From an optimization exercise on the open Yosys and OpenROAD flow, aimed at small area, a short achievable clock period and few clock cycles per item; shortcuts taken in it are not production practice.
In this exercise RTL edits were held to simulation tests only and were not proved equivalent to the original.

===== flow/config.mk =====
export PLATFORM = sky130hd
export DESIGN_NAME = rgb_to_hsv_pixel_top
export DESIGN_NICKNAME = rgb_to_hsv_pixel_top
export VERILOG_FILES = /design/flow/design.v
export SDC_FILE = /design/flow/constraint.sdc
export NUM_CORES = 4
export LEC_CHECK = 0
export CAP_MARGIN = 20
export CORE_MARGIN = 2
export CORE_UTILIZATION = 60
export CTS_CLUSTER_DIAMETER = 70
export CTS_CLUSTER_SIZE = 25
export SLEW_MARGIN = 20

===== flow/constraint.sdc =====
create_clock -name core_clock -period 12.0 [get_ports {clk}]
set_input_delay 2.4000 -clock core_clock [delete_from_list [all_inputs] [get_ports {clk}]]
set_output_delay 2.4000 -clock core_clock [all_outputs]
set_load 0.01 [all_outputs]

===== flow/design.v =====
package rhp_pkg;
  localparam int unsigned ChanW = 16;
  localparam int unsigned Steps = 8;   
endpackage
module rhp_front (
  input  logic [15:0] r,
  input  logic [15:0] g,
  input  logic [15:0] b,
  input  logic        ge_rg,   
  input  logic        ge_gb,   
  input  logic        ge_rb,   
  output logic [15:0] vmax,
  output logic [15:0] gap,
  output logic [15:0] mag,
  output logic [1:0]  sect,    
  output logic        neg
);
  logic        red, green, blue;
  logic        med_r, med_g, min_r, min_g;
  logic [15:0] vmed, vmin;
  always_comb begin
    red   = ge_rg && ge_rb;
    green = !ge_rg && ge_gb;
    blue  = !red && !green;
    med_r = ge_rg ^ ge_rb;
    med_g = !ge_rg ^ ge_gb;
    min_r = !ge_rg && !ge_rb;
    min_g = ge_rg && !ge_gb;
    vmax = red ? r : (green ? g : b);
    vmed = med_r ? r : (med_g ? g : b);
    vmin = min_r ? r : (min_g ? g : b);
    gap  = vmax - vmin;
    mag  = vmed - vmin;
    sect = red ? 2'd0 : (green ? 2'd1 : 2'd2);
    neg  = red ? !ge_gb : (green ? ge_rb : !ge_rg);
  end
endmodule
module rhp_ge (
  input  logic [15:0] a,
  input  logic [15:0] b,
  output logic        ge
);
  logic [15:0] g0, p0;
  logic [7:0]  g1, p1;
  logic [3:0]  g2, p2;
  logic [1:0]  g3, p3;
  always_comb begin
    g0 = a & ~b;
    p0 = ~(a ^ b);
    g0[0] = g0[0] | p0[0];
    for (int i = 0; i < 8; i++) begin
      g1[i] = g0[2*i+1] | (p0[2*i+1] & g0[2*i]);
      p1[i] = p0[2*i+1] & p0[2*i];
    end
    for (int i = 0; i < 4; i++) begin
      g2[i] = g1[2*i+1] | (p1[2*i+1] & g1[2*i]);
      p2[i] = p1[2*i+1] & p1[2*i];
    end
    for (int i = 0; i < 2; i++) begin
      g3[i] = g2[2*i+1] | (p2[2*i+1] & g2[2*i]);
      p3[i] = p2[2*i+1] & p2[2*i];
    end
    ge = g3[1] | (p3[1] & g3[0]);
  end
endmodule
module rhp_cell #(
  parameter int unsigned QW = 0,   
  parameter int unsigned QI = (QW == 0) ? 1 : QW   
) (
  input  logic        clk,
  input  logic        rst,
  input  logic        en,
  input  logic        in_v,
  input  logic [15:0] in_hrem,
  input  logic [15:0] in_srem,
  input  logic [15:0] in_gap,
  input  logic [15:0] in_vmax,
  input  logic [1:0]  in_sect,
  input  logic        in_neg,
  input  logic [QI-1:0] in_hq,
  input  logic [QI-1:0] in_sq,
  output logic        out_v,
  output logic [15:0] out_hrem,
  output logic [15:0] out_srem,
  output logic [15:0] out_gap,
  output logic [15:0] out_vmax,
  output logic [1:0]  out_sect,
  output logic        out_neg,
  output logic [QW+1:0] out_hq,
  output logic [QW+1:0] out_sq
);
  logic [1:0]  h_dig, s_dig;
  logic [15:0] h_next, s_next;
  rhp_div4 u_h (.rem(in_hrem), .d(in_gap),  .en(en), .hold(out_hrem), .next(h_next), .dig(h_dig));
  rhp_div4 u_s (.rem(in_srem), .d(in_vmax), .en(en), .hold(out_srem), .next(s_next), .dig(s_dig));
  logic [QW+1:0] h_qn, s_qn;
  if (QW == 0) begin : g_first
    assign h_qn = h_dig;
    assign s_qn = s_dig;
  end else begin : g_next
    assign h_qn = {in_hq[QW-1:0], h_dig};
    assign s_qn = {in_sq[QW-1:0], s_dig};
  end
  always_ff @(posedge clk) begin
    if (rst) out_v <= 1'b0;
    else if (en) out_v <= in_v;
  end
  always_ff @(posedge clk) begin
    out_hrem <= h_next;
    out_srem <= s_next;
  end
  always_ff @(posedge clk) begin
    if (en) begin
      out_gap  <= in_gap;
      out_vmax <= in_vmax;
      out_sect <= in_sect;
      out_neg  <= in_neg;
      out_hq   <= h_qn;
      out_sq   <= s_qn;
    end
  end
endmodule
module rhp_div4 (
  input  logic [15:0] rem,
  input  logic [15:0] d,
  input  logic        en,
  input  logic [15:0] hold,
  output logic [15:0] next,
  output logic [1:0]  dig
);
  logic [18:0] t, s1, s2, s3, cx, cy, cz, cs_s, cs_c;
  logic        ge1, ge2, ge3;
  logic        sel0, sel1, sel2, sel3;
  always_comb begin
    t  = {1'b0, rem, 2'b00};
    s1 = t - {3'b000, d};
    s2 = t - {2'b00, d, 1'b0};
    cx   = t;
    cy   = ~{3'b000, d};
    cz   = ~{2'b00, d, 1'b0};
    cs_s = cx ^ cy ^ cz;
    cs_c = (cx & cy) | (cx & cz) | (cy & cz);
    s3   = cs_s - ~{cs_c[17:0], 1'b1};
    ge1 = !s1[18];
    ge2 = !s2[18];
    ge3 = !s3[18];
    sel3 = en && ge3;
    sel2 = en && ge2 && !ge3;
    sel1 = en && ge1 && !ge2;
    sel0 = en && !ge1;
    next = (s3[15:0] & {16{sel3}}) | (s2[15:0] & {16{sel2}}) | (s1[15:0] & {16{sel1}})
         | (t[15:0] & {16{sel0}}) | (hold & {16{!en}});
    dig  = {ge2, ge3 || (ge1 && !ge2)};
  end
endmodule
module rhp_back (
  input  logic [15:0] hrem,
  input  logic [15:0] srem,
  input  logic [15:0] gap,
  input  logic [15:0] vmax,
  input  logic [1:0]  sect,
  input  logic        neg,
  input  logic [15:0] hq,
  input  logic [15:0] sq,
  output logic [18:0] hue,
  output logic [16:0] sat
);
  logic        h_q0, s_q0, grey, cin, cout;
  logic [16:0] h_x, h_inc, low;
  logic [16:0] s_inc;
  logic [1:0]  top;
  always_comb begin
    h_q0 = {hrem, 1'b0} >= {1'b0, gap};
    s_q0 = {srem, 1'b0} >= {1'b0, vmax};
    grey = (gap == 16'd0);
    h_x          = {1'b0, hq} ^ {17{neg}};
    {cout, h_inc} = {1'b0, h_x} + 18'd1;
    s_inc        = {1'b0, sq} + 17'd1;
    cin = h_q0 ^ neg;
    low = cin ? h_inc : h_x;
    case (sect)
      2'd0:    top = neg ? ((cin && cout) ? 2'd0 : 2'd2) : 2'd0;
      2'd1:    top = neg ? ((cin && cout) ? 2'd1 : 2'd0) : 2'd1;
      default: top = neg ? ((cin && cout) ? 2'd2 : 2'd1) : 2'd2;
    endcase
    hue = {top, low};
    sat = s_q0 ? s_inc : {1'b0, sq};
    if (grey) begin
      hue = '0;
      sat = '0;
    end
  end
endmodule
module rgb_to_hsv_pixel_top (
  input  logic        clk,
  input  logic        rst,
  input  logic        pix_valid,
  output logic        pix_ready,
  input  logic [15:0] pix_red,
  input  logic [15:0] pix_green,
  input  logic [15:0] pix_blue,
  output logic        hsv_valid,
  input  logic        hsv_ready,
  output logic [18:0] hsv_hue,
  output logic [16:0] hsv_saturation,
  output logic [15:0] hsv_brightness
);
  localparam int unsigned N = rhp_pkg::Steps;
  logic        en;
  logic        k_v, o_v, rdy;
  logic        v0;
  logic [15:0] r0, g0, b0;
  logic        ge_rg0, ge_gb0, ge_rb0;
  logic        ge_rg, ge_gb, ge_rb;
  rhp_ge u_ge_rg (.a(pix_red),   .b(pix_green), .ge(ge_rg));
  rhp_ge u_ge_gb (.a(pix_green), .b(pix_blue),  .ge(ge_gb));
  rhp_ge u_ge_rb (.a(pix_red),   .b(pix_blue),  .ge(ge_rb));
  always_ff @(posedge clk) begin
    if (rst) v0 <= 1'b0;
    else if (en) v0 <= pix_valid;
  end
  always_ff @(posedge clk) begin
    if (en) begin
      r0 <= pix_red;
      g0 <= pix_green;
      b0 <= pix_blue;
      ge_rg0 <= ge_rg;
      ge_gb0 <= ge_gb;
      ge_rb0 <= ge_rb;
    end
  end
  logic [15:0] f_vmax, f_gap, f_mag;
  logic [1:0]  f_sect;
  logic        f_neg;
  rhp_front u_front (
    .r(r0), .g(g0), .b(b0), .ge_rg(ge_rg0), .ge_gb(ge_gb0), .ge_rb(ge_rb0),
    .vmax(f_vmax), .gap(f_gap), .mag(f_mag), .sect(f_sect), .neg(f_neg)
  );
  logic        v1;
  logic [15:0] hrem1, srem1, gap1, vmax1;
  logic [1:0]  sect1;
  logic        neg1;
  always_ff @(posedge clk) begin
    if (rst) v1 <= 1'b0;
    else if (en) v1 <= v0;
  end
  always_ff @(posedge clk) begin
    if (en) begin
      hrem1 <= f_mag;
      srem1 <= f_gap;
      gap1  <= f_gap;
      vmax1 <= f_vmax;
      sect1 <= f_sect;
      neg1  <= f_neg;
    end
  end
  logic [N:0]       c_v;
  logic [15:0]      c_hrem [0:N];
  logic [15:0]      c_srem [0:N];
  logic [15:0]      c_gap  [0:N];
  logic [15:0]      c_vmax [0:N];
  logic [1:0]       c_sect [0:N];
  logic [N:0]       c_neg;
  function automatic integer QO(input integer i);
    QO = (i == 0) ? 0 : i * (i - 1) + 1;
  endfunction
  logic [N*(N+1):0] c_hq;
  logic [N*(N+1):0] c_sq;
  assign c_v[0]    = v1;
  assign c_hrem[0] = hrem1;
  assign c_srem[0] = srem1;
  assign c_gap[0]  = gap1;
  assign c_vmax[0] = vmax1;
  assign c_sect[0] = sect1;
  assign c_neg[0]  = neg1;
  assign c_hq[0] = 1'b0;
  assign c_sq[0] = 1'b0;
  for (genvar i = 0; i < N; i++) begin : g_cell
    rhp_cell #(.QW(2*i)) u_cell (
      .clk(clk), .rst(rst), .en(en),
      .in_v(c_v[i]), .in_hrem(c_hrem[i]), .in_srem(c_srem[i]), .in_gap(c_gap[i]),
      .in_vmax(c_vmax[i]), .in_sect(c_sect[i]), .in_neg(c_neg[i]),
      .in_hq(c_hq[QO(i) +: ((i == 0) ? 1 : 2*i)]), .in_sq(c_sq[QO(i) +: ((i == 0) ? 1 : 2*i)]),
      .out_v(c_v[i+1]), .out_hrem(c_hrem[i+1]), .out_srem(c_srem[i+1]),
      .out_gap(c_gap[i+1]), .out_vmax(c_vmax[i+1]), .out_sect(c_sect[i+1]),
      .out_neg(c_neg[i+1]),
      .out_hq(c_hq[QO(i+1) +: 2*i+2]), .out_sq(c_sq[QO(i+1) +: 2*i+2])
    );
  end
  logic [18:0] b_hue;
  logic [16:0] b_sat;
  rhp_back u_back (
    .hrem(c_hrem[N]), .srem(c_srem[N]), .gap(c_gap[N]), .vmax(c_vmax[N]),
    .sect(c_sect[N]), .neg(c_neg[N]), .hq(c_hq[QO(N) +: 2*N]), .sq(c_sq[QO(N) +: 2*N]),
    .hue(b_hue), .sat(b_sat)
  );
  logic [18:0] k_hue;
  logic [16:0] k_sat;
  logic [15:0] k_bright;
  logic        push, pop;
  assign en   = !k_v;
  assign push = en && c_v[N];
  assign pop  = o_v && hsv_ready;
  always_ff @(posedge clk) begin
    if (rst) begin
      o_v <= 1'b0;
      k_v <= 1'b0;
      rdy <= 1'b1;
    end else begin
      if (k_v) begin
        o_v <= 1'b1;
        k_v <= !pop;
        rdy <= pop;
      end else begin
        o_v <= push || (o_v && !pop);
        k_v <= push && o_v && !pop;
        rdy <= !(push && o_v && !pop);
      end
    end
  end
  logic        take_k, take_p, keep_o;
  logic [51:0] o_word, o_next;
  assign take_k = k_v && pop;
  assign take_p = !k_v && push && (!o_v || pop);
  assign keep_o = !take_k && !take_p;
  assign o_word = {hsv_hue, hsv_saturation, hsv_brightness};
  assign o_next = ({k_hue, k_sat, k_bright} & {52{take_k}})
                | ({b_hue, b_sat, c_vmax[N]} & {52{take_p}})
                | (o_word & {52{keep_o}});
  always_ff @(posedge clk) begin
    {hsv_hue, hsv_saturation, hsv_brightness} <= o_next;
  end
  always_ff @(posedge clk) begin
    if (!k_v && push && o_v && !pop) begin
      k_hue    <= b_hue;
      k_sat    <= b_sat;
      k_bright <= c_vmax[N];
    end
  end
  assign hsv_valid = o_v;
  assign pix_ready = rdy;
endmodule

===== flow/flow/run.sh =====
#!/bin/bash
# Standard synthesis and layout; the layout's timing repair aims for extra setup slack.
set -euo pipefail
bash standard.sh synth > synth.log 2>&1
bash standard.sh SETUP_SLACK_MARGIN=8.55 finish > layout.log 2>&1

===== flow/standard.sh =====
#!/bin/bash
# synth_recipe.tcl (not shown) runs the flow's synth.tcl, then flattens the netlist and writes it again
# the make line also repeats each setting of config.mk as NAME=value (left out here)
make -C /OpenROAD-flow-scripts/flow DESIGN_CONFIG=/design/flow/config.mk WORK_HOME=/design/flow/orfs CLKGATE_MAP_FILE= SYNTH_SCRIPT=/design/flow/synth_recipe.tcl "${@:-finish}"

==> results.txt, run 1 <==
Async set-reset flop share out of synthesis: 0%
Routed len/inst: 20.7 microns
WL final: 203000 microns
Commonest non-fill, non-tap cell in the layout: ha_1
Hold Worst Slack: 0.413 ns
Worst path max stage delay: 0.41 ns
Met3 global-route usage: 2.99%
Status: finished clean
Die Span Y: 355 microns
Final worst-path cycle share: 30.4%
Clock Skews: 0.0380 ns
Worst Path Arrival: 1.25 ns
ANT nets after route: 0
Clk sinks: 899
Post-synthesis cell area: 0.0741 sq mm
Total Routing Usage GR: 30.8%
Synthesis-stage register bit count: 899
Synth Area in Simple Gates: 11.5%
Synth Area in Compound Gates: 22.6%
# setup viols final: 0
Busiest grt layer: met2
Share of cells above drive strength 1: 15.3%
Fill cells: 9323
Crit-path cells: buf_6
CP endpoint kind: primary output
Dpl cells: 9314
Final Hold Viols: 0
# hold bufs at CTS: 0
Worst Path Buf+Inv: 1
Syn nets: 8894
Final routed DRC violation total: 0
H-tree lvl count: 3
Post-layout net count: 9327
DRT Pass-1 Iters: 8
CTS root buffer: clkbuf_16
Library cells used by synthesis: 103
Critical path class: reg -> out
Hold depth: 0
Total vias in the final route: 61833
Die Area: 0.126 sq mm
PortBufs: 105
Delay-heaviest family, CP: flip-flops
Met1 Track Usage GR: 39.5%
Post-synthesis mux area share: 1.21%
Fmax: 274 MHz
Gr ovfl total: 0
Worst path depth: 1
Met2 usage: 53.5%
Synth warnings: 23
Final Non-Filler Cells: 9828
Most used DFF post-synth: edfxtp_1
CTS tree: yes
Slowest-stage cell, CP: dfxtp_4
Core ar.: 0.122 sq mm
EDFF count, synth: 578
First-pass GRT wire length: 317000 microns
Std-Cell Rows: 128
Most frequent cells in the layout: ha_1, edfxtp_1, a21oi_1
Largest net degree at the start of global routing: 160
I/O pin cnt: 106
Initial antenna violation count: 1
CTS Buffer Depth: 3
Avg Inst Size Synth: 9.62 sq um
RSZ-0062 raised after global routing: true
Initial Util: 60.6%
Vias in the first global route: 60048
Nature of the critical path startpoint: register
Chip width: 355 microns
Max-slew headroom: 38.6%
Req. time, crit path: 9.60 ns
Post-DP HPWL: 149000 microns
Minimum clock period: 3.65 ns
Clock slew at reported path FFs: 0.09 ns
Gpl congestion: 0.936
Min-Delay Path Class: reg -> reg
XOR/XNOR Fraction of Synth Area: 7.39%
Clk Latency, worst-skew pair: 0.72 ns
Slew @ Worst Pin: 0.921 ns
Antenna Cells: 0
Largest family of logic cells by synthesized area: compound AO/OA/AOI/OAI gates
Num CTS Buffers: 78
Syn Inst Count: 7704
Starting DRT DRC Count: 5026
Max-cap viol count: 0
Max Slew Vio Count: 0
Worst R2R Path Depth: 20
Adder-Cell Fraction of Synth Area: 21.7%
Area Growth Syn to Fin: 16.0%
Sequential area share after synthesis: 32.1%
CP max FO: 2
Vias per cell: 6.29
Setup TNS: 0 ns
state kept, by name (all words and copies together), names as in the netlist, 2 cells and up:
signal,cells
b0,16
g0,16
g_cell.u_cell.out_gap,128
g_cell.u_cell.out_hq,72
g_cell.u_cell.out_hrem,128
g_cell.u_cell.out_neg,8
g_cell.u_cell.out_sect,16
g_cell.u_cell.out_sq,72
g_cell.u_cell.out_srem,128
g_cell.u_cell.out_v,8
g_cell.u_cell.out_vmax,128
gap1,16
hrem1,16
hsv_brightness,16
hsv_hue,19
hsv_saturation,17
k_bright,16
k_hue,19
k_sat,17
r0,16
sect1,2
vmax1,16
final cells by class:
| cell class | count | area, sq um | area share, % |
|---|---|---|---|
| clock buffers | 86 | 2030 | 2.37 |
| clock inverters | 60 | 960 | 1.12 |
| inverters | 513 | 1980 | 2.31 |
| multi-input cells | 6125 | 50400 | 58.7 |
| flip-flops and latches | 899 | 23900 | 27.8 |
| well taps | 1625 | 2030 | 2.37 |
| repair buffers | 520 | 4630 | 5.39 |
cell usage after synthesis, drive strengths merged (90+ instances only):
library cell / n / share of area (%)
ha: 896 / 15
edfxtp: 578 / 23
a21oi: 554 / 3.8
nor2: 531 / 2.7
inv: 512 / 2.6
o21ai: 493 / 3.3
nand2: 448 / 2.3
xnor2: 406 / 4.8
dfxtp: 321 / 8.7
fa: 242 / 6.5
a21o: 241 / 2.4
xor2: 219 / 2.6
a22oi: 181 / 1.8
nor3: 179 / 1.3
clkbuf: 145 / 0.73
o21a: 139 / 1.4
nand3: 120 / 0.81
nor2b: 110 / 0.93
a31oi: 101 / 0.85
nand2b: 90 / 0.76
cell families (layout without fill, tap and decap cells):
| group | Yosys count | count (layout) |
|---|---|---|
| AO/OA/AOI/OAI | 2478 | 2479 |
| XOR/XNOR | 625 | 625 |
| adder cells (fa/ha/maj) | 1138 | 1138 |
| buffers and inverters | 688 | 1179 |
| flip-flops | 899 | 899 |
| multiplexers | 89 | 89 |
| AND/OR/NAND/NOR | 1787 | 1794 |
metal layers:
metal,vias up,part of all wire (%)
met3,490,4.6
met4,0,4.3
met1,29823,42
met2,1851,49
met5,-,0
li1,29669,-
worst paths after layout:
path / from / slack (ns) / end
worst max-delay path: hsv_saturation[16] / 8.35 / hsv_saturation[16]
worst min register to register: g_cell[6].u_cell.out_sq[1] / 0.41 / g_cell[7].u_cell.out_sq[3]
worst min-delay path: g_cell[6].u_cell.out_sq[1] / 0.41 / g_cell[7].u_cell.out_sq[3]
worst max register to register: ge_rg0 / 8.36 / hrem1[13]
metrics by stage:
step / instance area (sq um) / utilization [%] / worst slack (ns)
after CTS: 82300 / 67.4 / 8.31
final: 85900 / 70.3 / 8.35
after detailed placement: 77100 / 63.1 / 7.20
after floorplan: 74300 / - / 7.66
after global placement: 77100 / 63.1 / 7.14
after global routing: 85900 / 70.3 / 8.24
what timing repair did:
| action | in CTS | in global routing |
|---|---|---|
| pin swaps | 75 | 145 |
| setup buffers | 121 | 223 |
| resized for setup | 686 | 409 |
| endpoints found under the hold margin | 0 | 0 |
| cloned | 8 | 16 |
| endpoints found under the setup margin | 406 | 351 |
Testbench counts, summed over its fixed seeds: cycles 12,088, items 12,000.
==> inputs of run 2 (changes only) <==
==> flow/flow/run.sh (replaced) <==
#!/bin/bash
# Standard synthesis and layout; the layout's timing repair aims for extra setup slack,
# and clock tree synthesis clusters the register sinks in a single level.
set -euo pipefail
bash standard.sh synth > synth.log 2>&1
bash standard.sh SETUP_SLACK_MARGIN=8.4 \
  "CTS_ARGS=-sink_clustering_enable -repair_clock_nets -sink_clustering_size 25 -sink_clustering_max_diameter 70 -sink_clustering_levels 1" \
  finish > layout.log 2>&1
==> results.txt, run 2 <==
First-pass GRT wire length: 311000 microns (-2.0%)
Routed len/inst: 20.4 microns (-1.6%)
Worst R2R Path Depth: 17 (-15%)
Share of the synthesized area in the top cell type: 23.4% (unchanged)
Num CTS Buffers: 78 (unchanged)
Total Routing Usage GR: 30.2% (-0.57 points)
RSZ-0062 raised after global routing: true
Chip width: 355 microns (unchanged)
Antenna Cells: 0 (unchanged)
Vias per cell: 6.24 (-0.82%)
CP endpoint kind: primary output
EDFF count, synth: 578 (unchanged)
Most frequent cells in the layout: ha_1, edfxtp_1, a21oi_1
Max-cap viol count: 0 (unchanged)
Syn Inst Count: 7704 (unchanged)
Sequential area share after synthesis: 32.1% (unchanged)
Crit-path cells: buf_6
Routed wl met3: 8370 microns (-11%)
Commonest non-fill, non-tap cell in the layout: ha_1
Slew @ Worst Pin: 1.07 ns (+0.149 ns)
DRT Pass-1 Iters: 6 (-2)
Clock slew at reported path FFs: 0.09 ns (about the same)
Die Span Y: 355 microns (unchanged)
Gr ovfl total: 0 (unchanged)
Core ar.: 0.122 sq mm (unchanged)
Min-Delay Path Class: reg -> reg
CP max FO: 2 (unchanged)
Top sig layer: met4
Nature of the critical path startpoint: register
Clock Skews: 0.0376 ns (-0.000318 ns)
Largest area contributor in the netlist: edfxtp_1
Slowest-stage cell, CP: dfxtp_4
Clk sinks: 899 (unchanged)
Post-synthesis cell area: 0.0741 sq mm (unchanged)
Worst path max stage delay: 0.39 ns (-0.02 ns)
Initial antenna violation count: 0 (-1)
# hold bufs at CTS: 0 (unchanged)
Setup TNS: 0 ns (unchanged)
Std-Cell Rows: 128 (unchanged)
Synth warnings: 23 (unchanged)
Largest net degree at the start of global routing: 156 (-2.5%)
Post-DP HPWL: 149000 microns (+0.33%)
Worst Path Arrival: 1.20 ns (-0.05 ns)
I/O pin cnt: 106 (unchanged)
Commonest cells in the netlist: ha_1, edfxtp_1, a21oi_1, nor2_1, inv_1
Req. time, crit path: 9.60 ns (about the same)
H-tree lvl count: 3 (unchanged)
Max-slew headroom: 28.7% (-10 points)
Final Hold Viols: 0 (unchanged)
# setup viols final: 0 (unchanged)
Max Slew Vio Count: 0 (unchanged)
Async set-reset flop share out of synthesis: 0% (unchanged)
Vias in the first global route: 59166 (-1.5%)
Die Area: 0.126 sq mm (unchanged)
Total vias in the final route: 59808 (-3.3%)
Critical path class: reg -> out
Most common cell in the netlist: ha_1
CTS Buffer Depth: 3 (unchanged)
Status: finished clean
Syn nets: 8894 (unchanged)
Hold depth: 0 (unchanged)
Avg Inst Size Synth: 9.62 sq um (unchanged)
Gpl congestion: 0.936 (about the same)
WL met1: 84100 microns (-1.4%)
Most used DFF post-synth: edfxtp_1
CTS root buffer: clkbuf_16
Library cells used by synthesis: 103 (unchanged)
Met2 Routed Length: 94200 microns (-5.8%)
Fill cells: 9772 (+4.8%)
Share of cells above drive strength 1: 9.86% (-5.5 points)
Ranking of synthesized cells by area: edfxtp_1, ha_1, dfxtp_1
Fmax: 278 MHz (+1.4%)
Worst path depth: 1 (unchanged)
Synthesis-stage register bit count: 899 (unchanged)
PortBufs: 105 (unchanged)
ANT nets after route: 0 (unchanged)
Starting DRT DRC Count: 4692 (-6.6%)
WL final: 195000 microns (-4.0%)
Post-layout net count: 9085 (-2.6%)
Clk Latency, worst-skew pair: 0.71 ns (about the same)
Delay-heaviest family, CP: flip-flops
Initial Util: 60.6% (unchanged)
Area Growth Syn to Fin: 11.1%
Worst Path Buf+Inv: 1 (unchanged)
CTS tree: yes
Final routed DRC violation total: 0 (unchanged)
Minimum clock period: 3.60 ns (-0.0487 ns)
Final worst-path cycle share: 30.0% (-0.41 points)
-- run 2: through the flow --
stage / utilization [%] / hold WS (ns) / instances / cell area [sq um] / setup WS, ns
after CTS: 66.3 / 0.400 / 9517 / 81000 / 8.32
after detailed placement: 63.1 / 0.405 / 9317 / 77100 / 7.17
after floorplan: - / 0.400 / 7704 / 74200 / 7.66
after global placement: 63.1 / 0.401 / 9317 / 77100 / 7.14
after global routing: 67.4 / 0.414 / 9585 / 82300 / 8.24
final: 67.4 / 0.405 / 9585 / 82300 / 8.40
-- run 2: per-layer routing --
metal,GRT usage (%),up-vias
met4,13.1,0
met1,38.7,28645
met3,2.91,423
met2,52.0,1532
met5,0,-
li1,-,29208
-- run 2: final timing paths --
kind / from / slack, ns / endpoint
max: hsv_saturation[16] / 8.40 / hsv_saturation[16]
min: g_cell[2].u_cell.out_hq[1] / 0.40 / g_cell[3].u_cell.out_hq[3]
max reg2reg: ge_gb0 / 8.40 / hrem1[14]
min reg2reg: g_cell[2].u_cell.out_hq[1] / 0.40 / g_cell[3].u_cell.out_hq[3]
-- run 2: cell type report --
| class | instances | area, sq um | share of cell area (%) |
|---|---|---|---|
| timing repair buffer | 279 | 2510 | 3.05 |
| tap | 1625 | 2030 | 2.47 |
| sequential | 899 | 23900 | 29.0 |
| multi-input combinational | 6124 | 49100 | 59.6 |
| clock buffer | 86 | 2010 | 2.45 |
| inverter | 513 | 1970 | 2.40 |
| clock inverter | 59 | 806 | 0.979 |
-- run 2: cells by family after synthesis --
family / count (synthesis) / synth area share, %
xor gates and xnor gates: 625 / 7.39
adders and majority gates: 1138 / 21.7
buffers and inverters: 688 / 3.53
DFF: 899 / 32.1
muxes: 89 / 1.21
AOI/OAI and AO/OA: 2478 / 22.6
and+or+nand+nor: 1787 / 11.5
-- run 2: timing repair --
item                                    in CTS  in global routing
resized for setup                          511                229
buffers inserted                            53                 59
endpoints found under the setup margin     359                280
cloned                                       2                  9
pin swaps                                   31                 52

[separate check: timing with driven ports]
Ports are ideal in the flow. The routed layouts listed here were re-timed in OpenROAD.
Step 1 sets driving cells, clkbuf_16 on the clock port and buf_2 on the other inputs (assumed; they add their load-dependent delay and slew).
Step 2 also shifts input and output timing later by t, the mid clock arrival at the registers, as if the neighbouring blocks saw the same clock.
Slacks: no drivers / after step 1 / after step 2; pairs: no drivers / after step 1.
run	t (ns)	setup slack, ns	cell pins on the clock port's net
run 1	0.774	8.355 / 8.282 / 7.839	1
run 2	0.774	8.404 / 8.318 / 7.729	1
After both steps every run listed still meets setup and hold. For run 2, which loses most, drivers alone change the setup slack by -0.086 ns; drivers and shift together by -0.675 ns.
